Background: an optimization exercise with open tools, aiming at small area. Do not read the settings as production practice.
In this exercise RTL edits were held to simulation tests only and were not proved equivalent to the original.
Power is estimated from default activity; no workload was simulated.

`design.v`:
```
package alu_operand_regfile_pkg;
    localparam int unsigned REG_DATA_W = 32;
    localparam int unsigned REG_ADDR_W = 5;
    localparam logic [REG_ADDR_W-1:0] REG_ZERO = 5'd0;
    typedef enum logic [2:0] {
        ALU_AND = 3'b000,
        ALU_XOR = 3'b001,
        ALU_ADD = 3'b010,
        ALU_MUL = 3'b011,
        ALU_SRA = 3'b101,
        ALU_SUB = 3'b110,
        ALU_SLL = 3'b111
    } alu_ctrl_e;
endpackage
module regfile_read_port
#(
    parameter int unsigned DATA_W = alu_operand_regfile_pkg::REG_DATA_W,
    parameter int unsigned ADDR_W = alu_operand_regfile_pkg::REG_ADDR_W
) (
    input  logic [ADDR_W-1:0]               rd_addr_i,
    input  logic [(2**ADDR_W)*DATA_W-1:0]   mem_flat_i,
    input  logic                            phase_i,
    output logic [DATA_W-1:0]               rd_data_o
);
    localparam int unsigned DEPTH = 2 ** ADDR_W;
    logic [DEPTH-1:0] sel;
    logic             flip;
    regfile_read_decode #(.ADDR_W(ADDR_W)) u_dec (
        .addr_i  (rd_addr_i),
        .phase_i (phase_i),
        .sel_o   (sel),
        .flip_o  (flip)
    );
    for (genvar b = 0; b < DATA_W; b++) begin : g_bit
        logic [DEPTH-1:0] col;
        for (genvar i = 0; i < DEPTH; i++) begin : g_col
            assign col[i] = mem_flat_i[i*DATA_W + b];
        end
        regfile_read_bit #(.DEPTH(DEPTH)) u_bit (
            .sel_i  (sel),
            .col_i  (col),
            .flip_i (flip),
            .bit_o  (rd_data_o[b])
        );
    end
endmodule
module regfile_read_decode
#(
    parameter int unsigned ADDR_W = alu_operand_regfile_pkg::REG_ADDR_W
) (
    input  logic [ADDR_W-1:0]      addr_i,
    input  logic                   phase_i,
    output logic [2**ADDR_W-1:0]   sel_o,
    output logic                   flip_o
);
    localparam int unsigned LO_W = 2;
    localparam int unsigned HI_W = ADDR_W - LO_W;
    logic [2**LO_W-1:0] lo;
    logic [2**HI_W-1:0] hi;
    always_comb begin
        for (int j = 0; j < 2**LO_W; j++) begin
            lo[j] = (addr_i[LO_W-1:0] == j[LO_W-1:0]);
        end
        for (int k = 0; k < 2**HI_W; k++) begin
            hi[k] = (addr_i[ADDR_W-1:LO_W] == k[HI_W-1:0]);
        end
    end
    assign sel_o[0] = 1'b0;
    for (genvar i = 1; i < 2**ADDR_W; i++) begin : g_sel
        regfile_and2 u_sel (
            .a_i (lo[i % (2**LO_W)]),
            .b_i (hi[i / (2**LO_W)]),
            .y_o (sel_o[i])
        );
    end
    assign flip_o = phase_i && (addr_i != '0);
endmodule
module regfile_and2 (
    input  logic a_i,
    input  logic b_i,
    output logic y_o
);
    assign y_o = a_i & b_i;
endmodule
module regfile_read_bit
#(
    parameter int unsigned DEPTH = 32
) (
    input  logic [DEPTH-1:0] sel_i,
    input  logic [DEPTH-1:0] col_i,
    input  logic             flip_i,
    output logic             bit_o
);
    localparam int unsigned NGRP = (DEPTH - 1 + 2) / 3;
    logic [NGRP-1:0] grp_n;
    for (genvar g = 0; g < NGRP; g++) begin : g_grp
        if (3*g + 3 < DEPTH) begin : g_three
            regfile_aoi3 u_aoi (
                .s_i (sel_i[3*g+3:3*g+1]),
                .d_i (col_i[3*g+3:3*g+1]),
                .y_o (grp_n[g])
            );
        end else if (3*g + 2 < DEPTH) begin : g_two
            regfile_aoi2 u_aoi (
                .s_i (sel_i[3*g+2:3*g+1]),
                .d_i (col_i[3*g+2:3*g+1]),
                .y_o (grp_n[g])
            );
        end else begin : g_one
            regfile_aoi1 u_aoi (
                .s_i (sel_i[3*g+1]),
                .d_i (col_i[3*g+1]),
                .y_o (grp_n[g])
            );
        end
    end
    localparam int unsigned NRED = (NGRP + 3) / 4;
    logic [NRED-1:0] red;
    logic            any;
    for (genvar r = 0; r < NRED; r++) begin : g_red
        localparam int unsigned LO = 4 * r;
        localparam int unsigned HI = (4 * r + 3 < NGRP) ? 4 * r + 3 : NGRP - 1;
        regfile_nand #(.N(HI - LO + 1)) u_nand (
            .a_i (grp_n[HI:LO]),
            .y_o (red[r])
        );
    end
    regfile_or #(.N(NRED)) u_or (
        .a_i (red),
        .y_o (any)
    );
    regfile_xor u_flip (
        .a_i (any),
        .b_i (flip_i),
        .y_o (bit_o)
    );
endmodule
module regfile_nand #(
    parameter int unsigned N = 4
) (
    input  logic [N-1:0] a_i,
    output logic         y_o
);
    assign y_o = ~&a_i;
endmodule
module regfile_or #(
    parameter int unsigned N = 3
) (
    input  logic [N-1:0] a_i,
    output logic         y_o
);
    assign y_o = |a_i;
endmodule
module regfile_xor (
    input  logic a_i,
    input  logic b_i,
    output logic y_o
);
    assign y_o = a_i ^ b_i;
endmodule
module regfile_aoi3 (
    input  logic [2:0] s_i,
    input  logic [2:0] d_i,
    output logic       y_o
);
    assign y_o = ~|(s_i & d_i);
endmodule
module regfile_aoi2 (
    input  logic [1:0] s_i,
    input  logic [1:0] d_i,
    output logic       y_o
);
    assign y_o = ~|(s_i & d_i);
endmodule
module regfile_aoi1 (
    input  logic s_i,
    input  logic d_i,
    output logic y_o
);
    assign y_o = ~(s_i & d_i);
endmodule
module alu_operand_regfile
#(
    parameter int unsigned           DATA_W  = alu_operand_regfile_pkg::REG_DATA_W,
    parameter int unsigned           ADDR_W  = alu_operand_regfile_pkg::REG_ADDR_W
) (
    input  logic                 clk_i,
    input  logic                 rst_i,
    input  logic [ADDR_W-1:0]    RS1addr_i,
    input  logic [ADDR_W-1:0]    RS2addr_i,
    input  logic [ADDR_W-1:0]    RDaddr_i,
    input  logic [DATA_W-1:0]    RDdata_i,
    input  logic                 RegWrite_i,
    output logic [DATA_W-1:0]    RS1data_o,
    output logic [DATA_W-1:0]    RS2data_o,
    input  logic [ADDR_W-1:0]    dbg_addr_i,
    output logic [DATA_W-1:0]    dbg_data_o,
    output logic [31:0]          wr_count_o
);
    localparam int unsigned DEPTH = 2 ** ADDR_W;
    logic [DEPTH*DATA_W-1:0] mem_flat;
    logic [DATA_W-1:0]       wdata_n;
    logic                    phase_q;
    logic                    phase_d;
    logic [31:0]             wr_count_q;
    logic                    wr_fire;
    assign wr_fire = RegWrite_i && (RDaddr_i != alu_operand_regfile_pkg::REG_ZERO[ADDR_W-1:0]);
    assign phase_d = !rst_i && !phase_q;
    always_ff @(posedge clk_i) begin
        phase_q <= phase_d;
    end
    logic rst_n;
    assign rst_n = !rst_i;
    for (genvar b = 0; b < DATA_W; b++) begin : g_col
        logic same;
        regfile_xnor2 u_same (
            .a_i (RDdata_i[b]),
            .b_i (phase_q),
            .y_o (same)
        );
        regfile_nand2 u_drv (
            .a_i (same),
            .b_i (rst_n),
            .y_o (wdata_n[b])
        );
    end
    logic [3:0] wr_lo;
    logic [7:0] wr_hi;
    always_comb begin
        for (int j = 0; j < 4; j++) begin
            wr_lo[j] = RegWrite_i && (RDaddr_i[1:0] == j[1:0]);
        end
        for (int k = 0; k < 8; k++) begin
            wr_hi[k] = (RDaddr_i[4:2] == k[2:0]);
        end
    end
    assign mem_flat[DATA_W-1:0] = '0;
    for (genvar i = 1; i < DEPTH; i++) begin : g_row
        logic [DATA_W-1:0] row_q;
        logic [DATA_W-1:0] row_d;
        logic              row_en;
        logic              row_en_n;
        regfile_row_en u_en (
            .lo_i    (wr_lo[i % 4]),
            .hi_i    (wr_hi[i / 4]),
            .rst_i   (rst_i),
            .lo_n_i  (!wr_lo[i % 4]),
            .hi_n_i  (!wr_hi[i / 4]),
            .rst_n_i (rst_n),
            .en_o    (row_en),
            .en_n_o  (row_en_n)
        );
        for (genvar b = 0; b < DATA_W; b++) begin : g_bit
            regfile_store_bit u_sb (
                .en_i      (row_en),
                .en_n_i    (row_en_n),
                .wdata_n_i (wdata_n[b]),
                .q_i       (row_q[b]),
                .d_o       (row_d[b])
            );
        end
        always_ff @(posedge clk_i) begin
            row_q <= row_d;
        end
        assign mem_flat[i*DATA_W +: DATA_W] = row_q;
    end
    always_ff @(posedge clk_i) begin
        if (rst_i) begin
            wr_count_q <= '0;
        end else if (wr_fire) begin
            wr_count_q <= wr_count_q + 32'd1;
        end
    end
    assign wr_count_o = wr_count_q;
    regfile_read_port #(.DATA_W(DATA_W), .ADDR_W(ADDR_W)) u_rs1_port (
        .rd_addr_i  (RS1addr_i),
        .mem_flat_i (mem_flat),
        .phase_i    (phase_q),
        .rd_data_o  (RS1data_o)
    );
    regfile_read_port #(.DATA_W(DATA_W), .ADDR_W(ADDR_W)) u_rs2_port (
        .rd_addr_i  (RS2addr_i),
        .mem_flat_i (mem_flat),
        .phase_i    (phase_q),
        .rd_data_o  (RS2data_o)
    );
    regfile_read_port #(.DATA_W(DATA_W), .ADDR_W(ADDR_W)) u_dbg_port (
        .rd_addr_i  (dbg_addr_i),
        .mem_flat_i (mem_flat),
        .phase_i    (phase_q),
        .rd_data_o  (dbg_data_o)
    );
endmodule
module regfile_row_en (
    input  logic lo_i,
    input  logic hi_i,
    input  logic rst_i,
    input  logic lo_n_i,
    input  logic hi_n_i,
    input  logic rst_n_i,
    output logic en_o,
    output logic en_n_o
);
    assign en_o   = (lo_i && hi_i) || rst_i;
    assign en_n_o = (lo_n_i || hi_n_i) && rst_n_i;
endmodule
module regfile_xnor2 (
    input  logic a_i,
    input  logic b_i,
    output logic y_o
);
    assign y_o = ~(a_i ^ b_i);
endmodule
module regfile_nand2 (
    input  logic a_i,
    input  logic b_i,
    output logic y_o
);
    assign y_o = ~(a_i & b_i);
endmodule
module regfile_store_bit (
    input  logic en_i,
    input  logic en_n_i,
    input  logic wdata_n_i,
    input  logic q_i,
    output logic d_o
);
    assign d_o = ~((en_n_i | wdata_n_i) & (en_i | q_i));
endmodule
```
`run.sh`:
```
#!/bin/bash
# synth_recipe.tcl (not shown) runs the flow's synth.tcl, then flattens the netlist and writes it again
# the make line also repeats each setting of config.mk as NAME=value (left out here)
make -C /OpenROAD-flow-scripts/flow DESIGN_CONFIG=/design/flow/config.mk WORK_HOME=/design/flow/orfs CLKGATE_MAP_FILE= SYNTH_SCRIPT=/design/flow/synth_recipe.tcl finish
```
`config.mk`:
```
export PLATFORM = sky130hd
export DESIGN_NAME = alu_operand_regfile
export DESIGN_NICKNAME = alu_operand_regfile
export VERILOG_FILES = /design/flow/design.v
export SDC_FILE = /design/flow/constraint.sdc
export NUM_CORES = 4
export LEC_CHECK = 0
export CAP_MARGIN = 20
export CELL_PAD_IN_SITES_DETAIL_PLACEMENT = 1
export CELL_PAD_IN_SITES_GLOBAL_PLACEMENT = 2
export CORE_MARGIN = 2
export CORE_UTILIZATION = 40
export CTS_BUF_LIST = sky130_fd_sc_hd__clkbuf_8
export CTS_CLUSTER_DIAMETER = 60
export CTS_CLUSTER_SIZE = 15
export SLEW_MARGIN = 20
export SYNTH_HIERARCHICAL = 1
export SYNTH_MINIMUM_KEEP_SIZE = 0
```
`constraint.sdc`:
```
create_clock -name core_clock -period 10.0 [get_ports {clk_i}]
set_input_delay 2.0000 -clock core_clock [delete_from_list [all_inputs] [get_ports {clk_i}]]
set_output_delay 2.0000 -clock core_clock [all_outputs]
set_load 0.01 [all_outputs]
```
==> results of run 1 <==
-- metal layers --
metal	routed length, um	up-vias
met5	140	-
met4	19160	8
met3	38090	892
met2	99130	4437
met1	94100	24220
li1	-	19523
-- cell type report --
class                      instances  share of cell area [%]
antenna                            8                 0.04073
timing repair buffer             241                   4.689
multi-input combinational       2943                   45.42
clock buffer                     106                   2.968
tap                             1391                   3.541
sequential                      1025                   41.75
clock inverter                    69                   1.464
inverter                          17                  0.1298
-- through the flow --
step	total power, mW	setup WS, ps	area, um^2
final	9.945	1728	49150
after global routing	10.23	1894	49140
after CTS	9.845	2076	49040
after detailed placement	6.945	2080	46870
after global placement	6.907	2104	46840
after floorplan	5.942	3550	42700
-- flip-flops by register name (all words and copies together) (netlist names) --
register	cells
g_row.row_q	992
phase_q	1
wr_count_q	32
-- power breakdown --
part | leakage [nW] | total [mW] | switching [mW] | internal [mW]
Sequential | 8.61 | 5.14 | 0.548 | 4.59
Combinational | 7.33 | 1.84 | 1.16 | 0.686
Clock | 1.10 | 2.96 | 1.72 | 1.25
Total | 17.0 | 9.94 | 3.42 | 6.52
-- path summary, 6_finish.rpt --
path | cells after the start | slack (ps) | from | endpoint
hold reg to reg | 1 | 500 | g_row[14].row_q[13] | g_row[14].row_q[13]
setup / recovery | 8 | 1730 | RS1addr_i[1] | RS1data_o[9]
setup reg to reg | 4 | 7600 | wr_count_q[13] | wr_count_q[23]
hold / removal | 1 | 500 | g_row[14].row_q[13] | g_row[14].row_q[13]
-- critical path: stages --
cell,delay (ps)
clkdlybuf4s50_1,590
nor2b_1,640
and2_2,1020
a222oi_1,290
nand4_1,290
or3_1,200
xor2_1,500
clkdlybuf4s50_1,670
==> impl_metrics.tcl, run 1 <==
set metrics [dict create \
    stdcell_count 5800 \
    clkSlewWorstSetupHoldPaths_ps 90 \
    drt-total-wl_um 250600 \
    drt_iter0_drc 13216 \
    syn-instance-count 4000 \
    utilization_pct 46.56 \
    io_buffers 182 \
    busiest_layer "met2" \
    grtUsageMet1_pct 57.59 \
    clock_latency_ps 850 \
    dieArea_um2 109400 \
    grt_pass1_vias 45491 \
    cp.required_ps 8000 \
    power.leakage_nw 17.05 \
    cts_root_buf "clkbuf_8" \
    dp_hpwl_um 144500 \
    vias_per_cell 8.462 \
    hold_path.class "flip-flop to flip-flop" \
    whs_ps 495.9 \
    finalSetupTns_ps 0 \
    num-fill-cells 11543 \
    slew_headroom_pct 13.32 \
    max_cap_viol_count 0 \
    syn2layout_area_growth_pct 15.13 \
    fin_skew_ps 43.99 \
    syn_area_per_cell_um2 10.67 \
    die_x_um 330.7 \
    rsz0062_at_grt "no" \
    layout_common_cells "1024 x dfxtp_1, 992 x o22ai_1, 960 x a222oi_1, 198 x nand4_1, 181 x clkdlybuf4s50_1" \
    nets 4385 \
    wl_per_cell_um 43.21 \
    cellPowerDensity_nw_per_um2 202.3 \
    syn_nets 4056 \
    met2_usage_pct 61.21 \
    max_freq_mhz 120.9 \
    grt_util_all_layers_pct 43.75 \
    numCtsBuffers 101 \
    multi_input_area_um2 22330 \
    finalCritPeriodShare_pct 82.72 \
    grt_start_max_net_pins 53 \
    clock-sinks 1025 \
    ant_nets 0 \
    die_h_um 330.7 \
    rows 119 \
    crit_fanout 32 \
    overflow 0 \
    area.sequential_um2 20520 \
    drt-pass1-iter-count 14 \
    antenna_found_initial 8 \
    cts_tree "done" \
    start_util_pct 40.45 \
    synth_area_um2 42700 \
    startpoint_type "primary input" \
    worst-slew-pin-transition_ps 1300 \
    setup_viol 0 \
    final_common_cell "dfxtp_1" \
    finalMaxSlewViolations 0 \
    grt_pass1_wl_um 348300 \
    htreeDepth 3 \
    vias 49080 \
    ctsResizeCount 0 \
    drc 0 \
    cp-end-kind "output port" \
    cts_setup_buffers 0 \
    globalplace.congestion 0.9768 \
    cts_hold_buf 0 \
    status "no timing/DRC/antenna violations" \
    synth_warnings 8 \
    max-clock-path-buffers 3 \
    use_met3_pct 14.55 \
    arrival_ps 6270 \
    io_pins 183 \
    dpl.cell_count 5615 \
    report.final.hold_viol_count 0 \
    crit_type "primary input to output port" \
    post-route-min-period_ps 8272 \
    max-vdd-ir-drop_uv 100.7 \
    core-area_um2 105600 \
    drive_above_1_share_pct 9.202 \
]
==> run 2, diff against run 1 <==
--- a/design.v
+++ b/design.v
@@ -265,10 +265,18 @@
         assign mem_flat[i*DATA_W +: DATA_W] = row_q;
     end
+    logic [32:0] cnt_carry;
+    logic [31:0] cnt_d;
+    assign cnt_carry[0] = wr_fire;
+    for (genvar i = 0; i < 32; i++) begin : g_cnt
+        regfile_count_bit u_cb (
+            .q_i     (wr_count_q[i]),
+            .carry_i (cnt_carry[i]),
+            .rst_i   (rst_i),
+            .d_o     (cnt_d[i]),
+            .carry_o (cnt_carry[i+1])
+        );
+    end
     always_ff @(posedge clk_i) begin
-        if (rst_i) begin
-            wr_count_q <= '0;
-        end else if (wr_fire) begin
-            wr_count_q <= wr_count_q + 32'd1;
-        end
+        wr_count_q <= cnt_d;
     end
     assign wr_count_o = wr_count_q;
@@ -292,4 +300,35 @@
     );
 endmodule
+module regfile_count_bit (
+    input  logic q_i,
+    input  logic carry_i,
+    input  logic rst_i,
+    output logic d_o,
+    output logic carry_o
+);
+    logic sum_n;
+    regfile_xnor2 u_sum (
+        .a_i (q_i),
+        .b_i (carry_i),
+        .y_o (sum_n)
+    );
+    regfile_and2 u_carry (
+        .a_i (q_i),
+        .b_i (carry_i),
+        .y_o (carry_o)
+    );
+    regfile_nor2 u_clr (
+        .a_i (sum_n),
+        .b_i (rst_i),
+        .y_o (d_o)
+    );
+endmodule
+module regfile_nor2 (
+    input  logic a_i,
+    input  logic b_i,
+    output logic y_o
+);
+    assign y_o = ~(a_i | b_i);
+endmodule
 module regfile_row_en (
     input  logic lo_i,
==> flow/run.sh (new file) <==
#!/bin/bash
set -euo pipefail
bash standard.sh synth > synth.log 2>&1
export BUFFER_PORTS_ARGS="-buffer_cell sky130_fd_sc_hd__buf_1"
export CTS_ARGS="-sink_clustering_enable -repair_clock_nets -dont_use_dummy_load -buf_list sky130_fd_sc_hd__clkbuf_8 -sink_clustering_size 15 -sink_clustering_max_diameter 60"
bash standard.sh floorplan > floorplan.log 2>&1
bash standard.sh place > place.log 2>&1
bash standard.sh cts > cts.log 2>&1
bash standard.sh > route_finish.log 2>&1
test -s out/final.def
==> standard.sh (new file) <==
#!/bin/bash
# synth_recipe.tcl (not shown) runs the flow's synth.tcl, then flattens the netlist and writes it again
# the make line also repeats each setting of config.mk as NAME=value (left out here)
make -C /OpenROAD-flow-scripts/flow DESIGN_CONFIG=/design/flow/config.mk WORK_HOME=/design/flow/orfs CLKGATE_MAP_FILE= SYNTH_SCRIPT=/design/flow/synth_recipe.tcl "${@:-finish}"
removed: run.sh
==> run 2 against run 1 <==
  * Still clean
  * Utilization is 1.3 points lower
  * Combinational power hardly changed
  * Flip-flop and latch count stayed put
  * Total power is 5.5% lower
  * Maximum frequency is 3.5% higher
==> impl_metrics.tcl, run 2 <==
set metrics [dict create \
    busiest_layer "met2" \
    fin_skew_ps 57.80 \
    post-route-min-period_ps 7992 \
    largest_register "g_row.row_q" \
    switching_share_pct 35.36 \
    max_cap_viol_count 0 \
    syn_area_per_cell_um2 10.74 \
    worst-slew-pin-transition_ps 1362 \
    rsz0062_at_grt "no" \
    syn_nets 3995 \
    ant_nets 0 \
    synth_warnings 8 \
    cts_setup_buffers 0 \
    dp_hpwl_um 157600 \
    setup_viol 0 \
    max-clock-path-buffers 3 \
    largestRegisters "g_row.row_q x992, wr_count_q x32, phase_q x1" \
    slew_headroom_pct 9.173 \
    stdcell_count 5782 \
    layout_common_cells "1024 x dfxtp_1, 992 x o22ai_1, 960 x a222oi_1, 192 x nand4_1, 181 x buf_1" \
    clock_latency_ps 820 \
    numCtsBuffers 106 \
    whs_endpoint "phase_q" \
    finalCritPeriodShare_pct 79.92 \
    worstHoldStart "phase_q" \
    num-fill-cells 11663 \
    met2_usage_pct 66.54 \
    power_mw 9.394 \
    r2r_end "wr_count_q[31]" \
    crit_type "primary input to output port" \
    hold_path_depth 1 \
    grt_pass1_wl_um 377700 \
    cp-end-kind "output port" \
    core-area_um2 105100 \
    p_sw_mw 3.321 \
    nets 4423 \
    grt_util_all_layers_pct 49.18 \
    drt_iter0_drc 13660 \
    start_util_pct 40.25 \
    rrSetupSlack_ps 4440 \
    vias_per_cell 8.775 \
    cts_root_buf "clkbuf_8" \
    hold_path.class "flip-flop to flip-flop" \
    crit_fanout 32 \
    ctsResizeCount 0 \
    die_x_um 329.2 \
    grt_start_max_net_pins 66 \
    max_freq_mhz 125.1 \
    dpl.cell_count 5651 \
    vias 50738 \
    dpl-instance-area_um2 46010 \
    clkSlewWorstSetupHoldPaths_ps 80 \
    syn-instance-count 3940 \
    globalplace.congestion 0.9468 \
    wl_per_cell_um 48.60 \
    status "no timing/DRC/antenna violations" \
    stdcell_area_um2 47570 \
    cts_hold_buf 0 \
    syn2layout_area_growth_pct 12.42 \
    drc 0 \
    pwr-share-comb_pct 19.3 \
    drive_above_1_share_pct 9.047 \
    dieArea_um2 108400 \
    max-vdd-ir-drop_uv 139.0 \
    io_pins 183 \
    startpoint_type "primary input" \
    pwr-share-seq_pct 54.6 \
    setup_ws_ps 2008 \
    grtUsageMet1_pct 61.10 \
    arrival_ps 5990 \
    dpl_worst_slack_ps 1797 \
    antenna_found_initial 42 \
    utilization_pct 45.25 \
    finalMaxSlewViolations 0 \
    rows 119 \
    power.leakage_nw 16.60 \
    htreeDepth 3 \
    r2r_cells 33 \
    p_int_mw 6.072 \
    report.final.hold_viol_count 0 \
    reg2reg_from "wr_count_q[0]" \
    clock_power_share_pct 26.2 \
    cellPowerDensity_nw_per_um2 197.5 \
    cts_tree "done" \
    whs_ps 470.3 \
    clock-sinks 1025 \
    final_common_cell "dfxtp_1" \
    overflow 0 \
    synth_area_um2 42310 \
    die_h_um 329.2 \
    drt-pass1-iter-count 15 \
    io_buffers 182 \
    drt-total-wl_um 281000 \
    finalSetupTns_ps 0 \
    grt_pass1_vias 46794 \
    use_met3_pct 23.25 \
    cp.required_ps 8000 \
    largest_reg_flops 992 \
]
## run 2: final cells by class
cell class	count	area, um^2	share of cell area, %
Antenna cell	25	62.56	0.1315
Inverter	10	37.54	0.07891
Clock buffer	106	1459	3.067
Sequential cell	1025	20520	43.14
Timing Repair Buffer	321	1748	3.675
Tap cell	1391	1740	3.659
Multi-Input combinational cell	2904	22000	46.25
## run 2: worst max path at each step
stage,startpoint,end,slack [ps]
2_1_floorplan,RDaddr_i[4],wr_count_q[31],2420
3_3_place_gp,RDaddr_i[2],wr_count_q[31],1810
3_5_place_dp,RDaddr_i[2],wr_count_q[31],1800
4_1_cts,RDaddr_i[2],wr_count_q[31],2620
5_1_grt,RDaddr_i[4],wr_count_q[31],2120
6_report,RS2addr_i[1],RS2data_o[15],2010
## run 2: critical path, cell delays in order
cell and delay (ps):
buf_1 300, nor2_1 300, and2_2 670, a222oi_1 770
nand4_1 740, or3_1 620, xor2_1 370, buf_1 200
## run 2: layer usage
| layer | routed length (um) | vias up | share of wire [%] |
|---|---|---|---|
| met4 | 24330 | 34 | 8.7 |
| met2 | 108100 | 4979 | 38 |
| met1 | 99590 | 25100 | 35 |
| met3 | 48640 | 1281 | 17 |
| li1 | - | 19344 | - |
| met5 | 344 | - | 0.12 |
## run 2: power by group through the flow
stage                     registers, mW  logic (mW)  clock network [mW]
after floorplan                    5.05       0.885                   0
after global placement             5.16        1.66                   0
after detailed placement           5.17        1.69                   0
after CTS                          5.09        1.69                2.44
after global routing               5.19        1.81                2.60
final                              5.13        1.81                2.46
==> run 3, diff against run 2 <==
--- a/design.v
+++ b/design.v
@@ -245,7 +245,4 @@
             .hi_i    (wr_hi[i / 4]),
             .rst_i   (rst_i),
-            .lo_n_i  (!wr_lo[i % 4]),
-            .hi_n_i  (!wr_hi[i / 4]),
-            .rst_n_i (rst_n),
             .en_o    (row_en),
             .en_n_o  (row_en_n)
@@ -335,12 +332,33 @@
     input  logic hi_i,
     input  logic rst_i,
-    input  logic lo_n_i,
-    input  logic hi_n_i,
-    input  logic rst_n_i,
     output logic en_o,
     output logic en_n_o
 );
-    assign en_o   = (lo_i && hi_i) || rst_i;
-    assign en_n_o = (lo_n_i || hi_n_i) && rst_n_i;
+    logic en;
+    regfile_en_gate u_en (
+        .lo_i  (lo_i),
+        .hi_i  (hi_i),
+        .rst_i (rst_i),
+        .en_o  (en)
+    );
+    regfile_inv u_en_n (
+        .a_i (en),
+        .y_o (en_n_o)
+    );
+    assign en_o = en;
+endmodule
+module regfile_en_gate (
+    input  logic lo_i,
+    input  logic hi_i,
+    input  logic rst_i,
+    output logic en_o
+);
+    assign en_o = (lo_i && hi_i) || rst_i;
+endmodule
+module regfile_inv (
+    input  logic a_i,
+    output logic y_o
+);
+    assign y_o = !a_i;
 endmodule
 module regfile_xnor2 (
--- a/config.mk
+++ b/config.mk
@@ -10,5 +10,5 @@
 export CELL_PAD_IN_SITES_GLOBAL_PLACEMENT = 2
 export CORE_MARGIN = 2
-export CORE_UTILIZATION = 40
+export CORE_UTILIZATION = 50
 export CTS_BUF_LIST = sky130_fd_sc_hd__clkbuf_8
 export CTS_CLUSTER_DIAMETER = 60
==> run 3 against run 2 <==
  * Sequential power about the same
  * Cell count decreased by 6.2%
  * Total power decreased by 3.6%
  * Area after synthesis decreased by 0.42%
  * Sequential share of layout area increased by 0.85 points
  * Critical endpoint is now RS2data_o[29]
==> impl_metrics.tcl, run 3 <==
set metrics [dict create \
    status "no timing/DRC/antenna violations" \
    core-area_um2 83560 \
    max_freq_mhz 130.6 \
    arrival_ps 5660 \
    drt-total-wl_um 238700 \
    largest_reg_flops 992 \
    setup_viol 0 \
    rsz0062_at_grt "no" \
    grt_pass1_wl_um 334000 \
    crit_slowest_cell "and2_2" \
    slew_headroom_pct 10.63 \
    startpoint_type "primary input" \
    cts_setup_buffers 0 \
    die_x_um 294.3 \
    ant_nets 0 \
    post-route-min-period_ps 7657 \
    cellPowerDensity_nw_per_um2 194.1 \
    worst-slew-pin-transition_ps 1341 \
    largest_register "g_row.row_q" \
    max_cap_viol_count 0 \
    synth_area_um2 42140 \
    crit_fanout 32 \
    wl_per_cell_um 43.99 \
    vias_per_cell 9.180 \
    start_util_pct 50.43 \
    die_h_um 294.3 \
    syn_nets 3982 \
    grt_start_max_net_pins 66 \
    max_stage_delay_ps 1130 \
    critical_path.cell_chain "buf_1, nor3b_1, and2_2, a222oi_1, nand4_1, or3_1, xor2_1, buf_1" \
    finalMaxSlewViolations 0 \
    drt_iter0_drc 13906 \
    fin_skew_ps 85.85 \
    clock-sinks 1025 \
    cpMostUsedCell "buf_1" \
    cp-end-kind "output port" \
    antenna_found_initial 11 \
    finalCritPeriodShare_pct 76.57 \
    drc 0 \
    syn_area_per_cell_um2 10.73 \
    crit_type "primary input to output port" \
    largestRegisters "g_row.row_q x992, wr_count_q x32, phase_q x1" \
    drt-pass1-iter-count 15 \
    power.leakage_nw 16.47 \
    hold_path.class "flip-flop to flip-flop" \
    rows 106 \
    ctsResizeCount 0 \
    max-clock-path-buffers 3 \
    synth_warnings 8 \
    report.final.hold_viol_count 0 \
    finalSetupTns_ps 0 \
    cp.required_ps 8000 \
    cts_hold_buf 0 \
    final_common_cell "dfxtp_1" \
    dp_hpwl_um 133000 \
    numCtsBuffers 89 \
    grt_pass1_vias 47068 \
    cts_root_buf "clkbuf_8" \
    grt_util_all_layers_pct 52.59 \
    syn-instance-count 3927 \
    globalplace.congestion 0.9485 \
    clock_latency_ps 830 \
    dpl.cell_count 5329 \
    overflow 0 \
    vias 49801 \
    layout_common_cells "1024 x dfxtp_1, 992 x o22ai_1, 960 x a222oi_1, 192 x nand4_1, 181 x buf_1" \
    cts_tree "done" \
    clkSlewWorstSetupHoldPaths_ps 70 \
    io_pins 183 \
    dieArea_um2 86610 \
    stdcell_count 5425 \
    nets 4395 \
    io_buffers 182 \
    drive_above_1_share_pct 7.907 \
    max-vdd-ir-drop_uv 131.4 \
    htreeDepth 3 \
    syn2layout_area_growth_pct 10.70 \
]
## run 3: worst paths after layout
| path | startpoint | end | slack (ps) | depth (start not counted) |
|---|---|---|---|---|
| hold reg to reg | g_row[27].row_q[16] | g_row[27].row_q[16] | 490 | 1 |
| setup / recovery | RS2addr_i[4] | RS2data_o[29] | 2340 | 8 |
| setup reg to reg | wr_count_q[0] | wr_count_q[31] | 4270 | 33 |
| hold / removal | g_row[27].row_q[16] | g_row[27].row_q[16] | 490 | 1 |
## run 3: power by group
part / switching [mW] / total (mW) / internal, mW / leakage [nW]
Sequential: 0.535 / 5.13 / 4.59 / 8.61
Clock: 1.45 / 2.24 / 0.793 / 0.640
Combinational: 1.14 / 1.68 / 0.541 / 7.22
Total: 3.13 / 9.05 / 5.93 / 16.5
## run 3: per-layer routing
metal  global-route usage, %  up-vias  share of wire (%)  wire, um
met5                  0.7374        -              0.057       135
li1                        -    19215                  -         -
met4                   41.15       12                 10     24230
met1                   65.59    23785                 34     80610
met3                   20.71     1509                 17     41720
met2                   71.86     5280                 39     91960
## run 3: critical path: cells and delay by family
| family | cells | cell delay (ps) |
|---|---|---|
| AO/OA/AOI/OAI | 1 | 290 |
| XOR/XNOR | 1 | 690 |
| AND/OR/NAND/NOR | 4 | 2160 |
| buffers and inverters | 2 | 490 |
## run 3: layout make-up
class | instances | area, um^2
Tap cell | 1080 | 1351
Antenna cell | 7 | 17.52
Sequential cell | 1025 | 20520
Fill cell | 9180 | 36910
Timing Repair Buffer | 322 | 1743
Inverter | 32 | 120.1
Multi-Input combinational cell | 2870 | 21670
Clock buffer | 89 | 1225
## run 3: through the flow
step	hold WS, ps	cell area, um^2	utilization [%]	setup WS, ps	power, mW
2_1_floorplan	452.8	42140	-	2781	5.931
3_3_place_gp	460.5	45380	54.31	2224	6.670
3_5_place_dp	472.7	45400	54.33	2037	6.739
4_1_cts	491.2	46620	55.80	2741	8.860
5_1_grt	500.7	46630	55.81	2175	9.251
6_report	494.1	46650	55.83	2343	9.052
==> run 4, diff against run 3 <==
==> flow/run.sh (replaced) <==
#!/bin/bash
set -euo pipefail
bash standard.sh synth > synth.log 2>&1
export BUFFER_PORTS_ARGS="-buffer_cell sky130_fd_sc_hd__buf_1"
export CTS_ARGS="-sink_clustering_enable -repair_clock_nets -dont_use_dummy_load -buf_list sky130_fd_sc_hd__clkbuf_4 -sink_clustering_size 9 -sink_clustering_max_diameter 45"
bash standard.sh floorplan > floorplan.log 2>&1
bash standard.sh place > place.log 2>&1
bash standard.sh cts > cts.log 2>&1
bash standard.sh > route_finish.log 2>&1
test -s out/final.def
--- a/config.mk
+++ b/config.mk
@@ -11,7 +11,7 @@
 export CORE_MARGIN = 2
 export CORE_UTILIZATION = 50
-export CTS_BUF_LIST = sky130_fd_sc_hd__clkbuf_8
-export CTS_CLUSTER_DIAMETER = 60
-export CTS_CLUSTER_SIZE = 15
+export CTS_BUF_LIST = sky130_fd_sc_hd__clkbuf_4
+export CTS_CLUSTER_DIAMETER = 45
+export CTS_CLUSTER_SIZE = 9
 export SLEW_MARGIN = 20
 export SYNTH_HIERARCHICAL = 1
==> run 4 against run 3 <==
  * Highest routed layer unchanged
  * Utilization decreased by 0.11 points
  * Still clean on timing, DRC and antenna
  * Total power decreased by 1.1%
  * Critical path type unchanged
  * Final area decreased by 0.19%
  * Largest power group unchanged
==> impl_metrics.tcl, run 4 <==
set metrics [dict create \
    drt_iter0_drc 14108 \
    vias_per_cell 9.110 \
    worst-slew-pin-transition_ps 1350 \
    syn2layout_area_growth_pct 10.49 \
    dr_wl_met2_um 91400 \
    clkSlewWorstSetupHoldPaths_ps 60 \
    whs_ps 488.9 \
    status "no timing/DRC/antenna violations" \
    cpMostUsedCell "buf_1" \
    cellPowerDensity_nw_per_um2 192.2 \
    start_util_pct 50.43 \
    wl_met1_um 80260 \
    cts_hold_buf 0 \
    wl_per_cell_um 43.45 \
    fin_skew_ps 74.25 \
    max_freq_mhz 131.7 \
    startpoint_type "primary input" \
    largest_register "g_row.row_q" \
    cp-end-kind "output port" \
    syn_area_per_cell_um2 10.73 \
    hold_path.class "flip-flop to flip-flop" \
    synth_area_um2 42140 \
    grt_util_all_layers_pct 52.86 \
    drc 0 \
    antenna_found_initial 10 \
    vias 50021 \
    largestRegisters "g_row.row_q x992, wr_count_q x32, phase_q x1" \
    setup_viol 0 \
    max-vdd-ir-drop_uv 117.3 \
    syn-instance-count 3927 \
    cts_root_buf "clkbuf_4" \
    clock_latency_ps 1180 \
    final_common_cell "dfxtp_1" \
    drive_above_1_share_pct 9.122 \
    slew_headroom_pct 9.971 \
    crit_fanout 32 \
    die_h_um 294.3 \
    dp_hpwl_um 133000 \
    reg2reg_from "wr_count_q[0]" \
    route.met3.wl_um 42520 \
    arrival_ps 5590 \
    num-fill-cells 9244 \
    grt_pass1_wl_um 334400 \
    max_cap_viol_count 0 \
    post-route-min-period_ps 7594 \
    synth_warnings 8 \
    largest_reg_flops 992 \
    finalCritPeriodShare_pct 75.94 \
    grt_start_max_net_pins 66 \
    r2r_end "wr_count_q[31]" \
    globalplace.congestion 0.9485 \
    crit_slowest_cell "and2_2" \
    rsz0062_at_grt "no" \
    cp.required_ps 8000 \
    cts_setup_buffers 0 \
    power.leakage_nw 16.51 \
    crit_type "primary input to output port" \
    syn_nets 3982 \
    power_mw 8.949 \
    drt-pass1-iter-count 17 \
    finalSetupTns_ps 0 \
    numCtsBuffers 146 \
    finalMaxSlewViolations 0 \
    nets 4453 \
    ant_nets 0 \
    core-area_um2 83560 \
    rows 106 \
    grt_pass1_vias 47476 \
    max-clock-path-buffers 3 \
    ctsResizeCount 0 \
    drt-total-wl_um 238600 \
    dieArea_um2 86610 \
    max_stage_delay_ps 1170 \
    cts_tree "done" \
    htreeDepth 4 \
    layout_common_cells "1024 x dfxtp_1, 992 x o22ai_1, 960 x a222oi_1, 192 x nand4_1, 181 x buf_1" \
    r2r_cells 33 \
    die_x_um 294.3 \
    whs_endpoint "g_row[29].row_q[3]" \
    io_pins 183 \
    critical_path.cell_chain "buf_1, nor2_1, and2_2, a222oi_1, nand4_1, or3_1, xor2_1, buf_1" \
    rrSetupSlack_ps 4280 \
    io_buffers 182 \
    hold_path_depth 1 \
    clock-sinks 1025 \
    report.final.hold_viol_count 0 \
    routed.top_layer "met5" \
    overflow 0 \
    worstHoldStart "g_row[29].row_q[3]" \
]
-- run 4: report_power, final --
part,switching [mW],internal [mW]
clock network,1.47,0.670
registers,0.532,4.59
logic,1.14,0.541
-- run 4: worst max-delay path: cells and delay by family --
family / cells / cell delay (ps)
buffers and inverters: 2 / 400
xor gates and xnor gates: 1 / 500
AOI/OAI and AO/OA: 1 / 330
and+or+nand+nor: 4 / 2330
-- run 4: stage by stage --
step | area (um^2) | worst slack (ps) | utilization, % | instances
floorplan | 42140 | 2781 | - | 3927
global placement | 45380 | 2224 | 54.31 | 5328
detailed placement | 45400 | 2037 | 54.33 | 5329
CTS | 46490 | 2787 | 55.65 | 5475
global route | 46540 | 2538 | 55.70 | 5485
finish | 46560 | 2406 | 55.72 | 5491
-- run 4: how the worst max path moves through the flow --
stage	start	to	slack [ps]	depth (start not counted)
global route	RDaddr_i[3]	wr_count_q[31]	2540	36
floorplan	RDaddr_i[3]	wr_count_q[31]	2780	35
global placement	RDaddr_i[3]	wr_count_q[31]	2220	36
CTS	dbg_addr_i[0]	dbg_data_o[4]	2790	8
detailed placement	RDaddr_i[3]	wr_count_q[31]	2040	36
finish	RS2addr_i[1]	RS2data_o[4]	2410	8
-- run 4: layer usage --
metal / vias up / track usage (%)
li1: 19352 / -
met2: 5405 / 70.61
met3: 1481 / 22.49
met1: 23777 / 65.49
met5: - / 0.5105
met4: 6 / 43.28
-- run 4: final cells by class --
cell class,instances,area [um^2],share of cell area [%]
inverter,32,120.1,0.2580
tap,1080,1351,2.902
multi-input combinational,2870,21670,46.54
clock buffer,146,1096,2.354
timing repair buffer,323,1763,3.787
antenna,15,37.54,0.08062
sequential,1025,20520,44.08

==> separate check: timing with driven ports <==
In the flow no input, the clock included, has a driving cell. The finished layouts below were timed again as built, in two steps. Step 1 (the two cells are an assumption about what drives the block):
set clk [get_ports {clk_i}]
set_driving_cell -lib_cell sky130_fd_sc_hd__clkbuf_16 $clk
set_driving_cell -lib_cell sky130_fd_sc_hd__buf_2 [delete_from_list [all_inputs] $clk]
Step 2 times the ports against the registers' clock, not the clock port: input delays grow and output delays shrink by t, the midpoint of the rising clock arrivals with the driver on. a / b / c = no drivers / after step 1 / after step 2; a / b = the first two.
run	t (ns)	slack for setup (ns)	hold slack, ns	latest minus earliest clock arrival (ns)	worst slew at a driven data input, ns
run 1	0.899	1.728 / 1.675 / 1.675	0.496 / 0.496 / 0.496	0.054 / 0.055	0.14
run 2	0.875	2.008 / 1.980 / 1.704	0.470 / 0.470 / 0.470	0.085 / 0.085	0.19
run 3	0.851	2.343 / 2.260 / 1.978	0.494 / 0.494 / 0.494	0.103 / 0.102	0.08
run 4	1.199	2.406 / 2.327 / 1.955	0.489 / 0.489 / 0.489	0.111 / 0.111	0.09
After both steps every run listed still meets setup and hold. For run 4, which loses most, drivers alone change the setup slack by -0.079 ns; drivers and shift together by -0.451 ns.
